From an optimization exercise on the open Yosys and OpenROAD flow, aimed at small area and a short achievable clock period; shortcuts taken in it are not production practice.
RTL that was checked went through simulation tests only; none was proved equivalent to the original.
Power and IR drop assume default switching activity.

== old ==
Design mipsExecUnit, start of the top module:
module mipsExecUnit
(
    input  logic        clk,
    input  logic        rstN,
    input  logic        instrValid,
    input  logic [31:0] instrWord,
    input  logic [31:0] rsValue,
    input  logic [31:0] rtValue,
    output logic        resultValid,
    output logic [32:0] execOut
);
Settings: LEC_CHECK=0, CAP_MARGIN=20, CORE_MARGIN=2, CORE_UTILIZATION=40, SETUP_SLACK_MARGIN=5, SLEW_MARGIN=20; clock period 9.0 ns.
standard.sh (not shown) runs the stock make flow with config.mk's settings and CLKGATE_MAP_FILE= SYNTH_SCRIPT=/design/flow/synth_recipe.tcl, a recipe that flattens the netlist after the stock synthesis.
==> flow/flow/run.sh <==
#!/bin/bash
bash standard.sh SETUP_SLACK_MARGIN=6 finish > standard.log 2>&1
Relative to old, the following input files were edited for new:
==> flow/run.sh (new file) <==
#!/bin/bash
# synth_recipe.tcl (not shown) runs the flow's synth.tcl, then flattens the netlist and writes it again
# the make line also repeats each setting of config.mk as NAME=value (left out here)
make -C /OpenROAD-flow-scripts/flow DESIGN_CONFIG=/design/flow/config.mk WORK_HOME=/design/flow/orfs CLKGATE_MAP_FILE= SYNTH_SCRIPT=/design/flow/synth_recipe.tcl finish
diff --git a/flow/config.mk b/flow/config.mk
--- a/flow/config.mk
+++ b/flow/config.mk
@@ -10,3 +10,3 @@
 export CORE_UTILIZATION = 40
-export SETUP_SLACK_MARGIN = 5
+export SETUP_SLACK_MARGIN = 4.5
 export SLEW_MARGIN = 20
removed: flow/flow/run.sh
removed: flow/standard.sh
- Compared to old, new has global-route wire length before repair 9.5% lower.
- When the final numbers for new and old were put side by side, the share of final-layout standard cells stronger than drive strength 1 turned out to be greater in old.
- Diff old -> new: total design power lower, final net count moved down.
- Maximum resistive drop on vdd in new is about 28% above old.
- The area of placed instances of new is lower than that of old.
- new: minimum period implied by the final worst setup slack 0.50 ns above old
Function was not checked in any run of this note: the RTL went through the layout flow alone.


== v31 ==
mipsExecUnit, a different RTL version from the one above (not shown whole).
Size: ~270 flip-flops, ~21000 sq um of cells after synthesis.
// mipsExecUnit
module mipsExecUnit
(
    input  logic        clk,
    input  logic        rstN,
    input  logic        instrValid,
    input  logic [31:0] instrWord,
    input  logic [31:0] rsValue,
    input  logic [31:0] rtValue,
    output logic        resultValid,
    output logic [32:0] execOut
);
==> flow/config.mk <==
export PLATFORM = sky130hd
export DESIGN_NAME = mipsExecUnit
export DESIGN_NICKNAME = mipsExecUnit
export VERILOG_FILES = /design/flow/design.v
export SDC_FILE = /design/flow/constraint.sdc
export NUM_CORES = 4
export LEC_CHECK = 0
export CAP_MARGIN = 20
export CORE_MARGIN = 2
export CORE_UTILIZATION = 60
export PLACE_DENSITY = 0.8
export SETUP_SLACK_MARGIN = 5
export SLEW_MARGIN = 20
==> flow/constraint.sdc <==
create_clock -name core_clock -period 9.0 [get_ports {clk}]
set_input_delay 1.8000 -clock core_clock [delete_from_list [all_inputs] [get_ports {clk}]]
set_output_delay 1.8000 -clock core_clock [all_outputs]
set_load 0.01 [all_outputs]
==> flow/flow/run.sh <==
#!/bin/bash
bash standard.sh SETUP_SLACK_MARGIN=5.45 finish > standard.log 2>&1
Input changes introduced in v17 (baseline for comparison: v31):
==> flow/flow/run.sh <==
#!/bin/bash
bash standard.sh SETUP_SLACK_MARGIN=5.3 finish > standard.log 2>&1
Results
v17 and v31 ended up with roughly the same power of the sequential group.
Between v17 and v31, it is v17 whose global-route met2 utilization is lower, by 0.17 points.
sky130_fd_sc_hd__fa_1 as the cell type of the slowest stage on the worst timing path was reported by v31, and sky130_fd_sc_hd__clkdlybuf4s50_1 by v17.
Logic depth of the worst setup path including buffers (v17 over v31): decrease, 3
As far as synthesized area goes, v17 and v31 are indistinguishable; the numbers are identical.


Another version of the RTL of mipsExecUnit (not shown whole).
Size: roughly 2200 cells after synthesis, roughly 290 flip-flops, ~130 I/O pins.
export LEC_CHECK = 0
export CAP_MARGIN = 20
export CORE_MARGIN = 2
export CORE_UTILIZATION = 60
export PLACE_DENSITY = 0.8
export SETUP_SLACK_MARGIN = 5
export SLEW_MARGIN = 20
create_clock -name core_clock -period 9.0 [get_ports {clk}]
==> flow/flow/run.sh <==
#!/bin/bash
bash standard.sh SETUP_SLACK_MARGIN=5.3 finish > standard.log 2>&1
Rerun with:
==> flow/flow/run.sh (replaced) <==
#!/bin/bash
bash standard.sh SETUP_SLACK_MARGIN=5.6 finish > standard.log 2>&1
After rerunning: The changed run finished clean; final area goes up by 5.9%; register-to-register slack improves by 0.18 ns; setup slack improves by 0.27 ns.
Rerun with:
==> flow/run.sh (new file) <==
#!/bin/bash
# synth_recipe.tcl (not shown) runs the flow's synth.tcl, then flattens the netlist and writes it again
# the make line also repeats each setting of config.mk as NAME=value (left out here)
make -C /OpenROAD-flow-scripts/flow DESIGN_CONFIG=/design/flow/config.mk WORK_HOME=/design/flow/orfs CLKGATE_MAP_FILE= SYNTH_SCRIPT=/design/flow/synth_recipe.tcl finish
CORE_UTILIZATION = 40   (was 60)
PLACE_DENSITY = not set   (was 0.8)
removed: flow/flow/run.sh
removed: flow/standard.sh
The changed run completed without violations. Setup slack is worse by 0.36 ns. Cell area fell by 6.0%. Area after synthesis is unchanged. Power fell by 2.3%. Routed wire length fell by 8.6%. Maximum frequency fell by 9.2%.

separate check: timing with driven ports:
In the flow no input, the clock included, has a driving cell. The finished layouts below were timed again as built, in two steps. Step 1 sets driving cells, clkbuf_16 on the clock port and buf_2 on the other inputs (assumed; they add their load-dependent delay and slew). Step 2 times the ports against the registers' clock, not the clock port: input delays grow and output delays shrink by t, the midpoint of the rising clock arrivals with the driver on. Three values: no drivers, after step 1, after step 2; two values: the first two.
run	t, ns	setup slack, ns	clock arrival spread, ns	worst register clock-pin slew, ns
old	0.645	5.141 / 5.141 / 5.004	0.029 / 0.029	0.07 / 0.07
new	0.625	4.641 / 4.641 / 4.093	0.027 / 0.027	0.07 / 0.07
v31	0.631	5.440 / 5.399 / 4.853	0.025 / 0.025	0.07 / 0.07
v17	0.625	5.277 / 5.308 / 4.686	0.015 / 0.014	0.07 / 0.07
the first run of note 3	0.639	5.143 / 5.174 / 4.535	0.015 / 0.014	0.07 / 0.07
the second run of note 3	0.643	5.411 / 5.355 / 4.926	0.026 / 0.025	0.07 / 0.07
the third run of note 3	0.645	5.047 / 5.047 / 4.465	0.021 / 0.021	0.07 / 0.07
After both steps setup and hold are still met in every run listed. The setup slack of the first run of note 3, which loses most, moves by +0.031 ns with the drivers and by -0.608 ns with both steps.
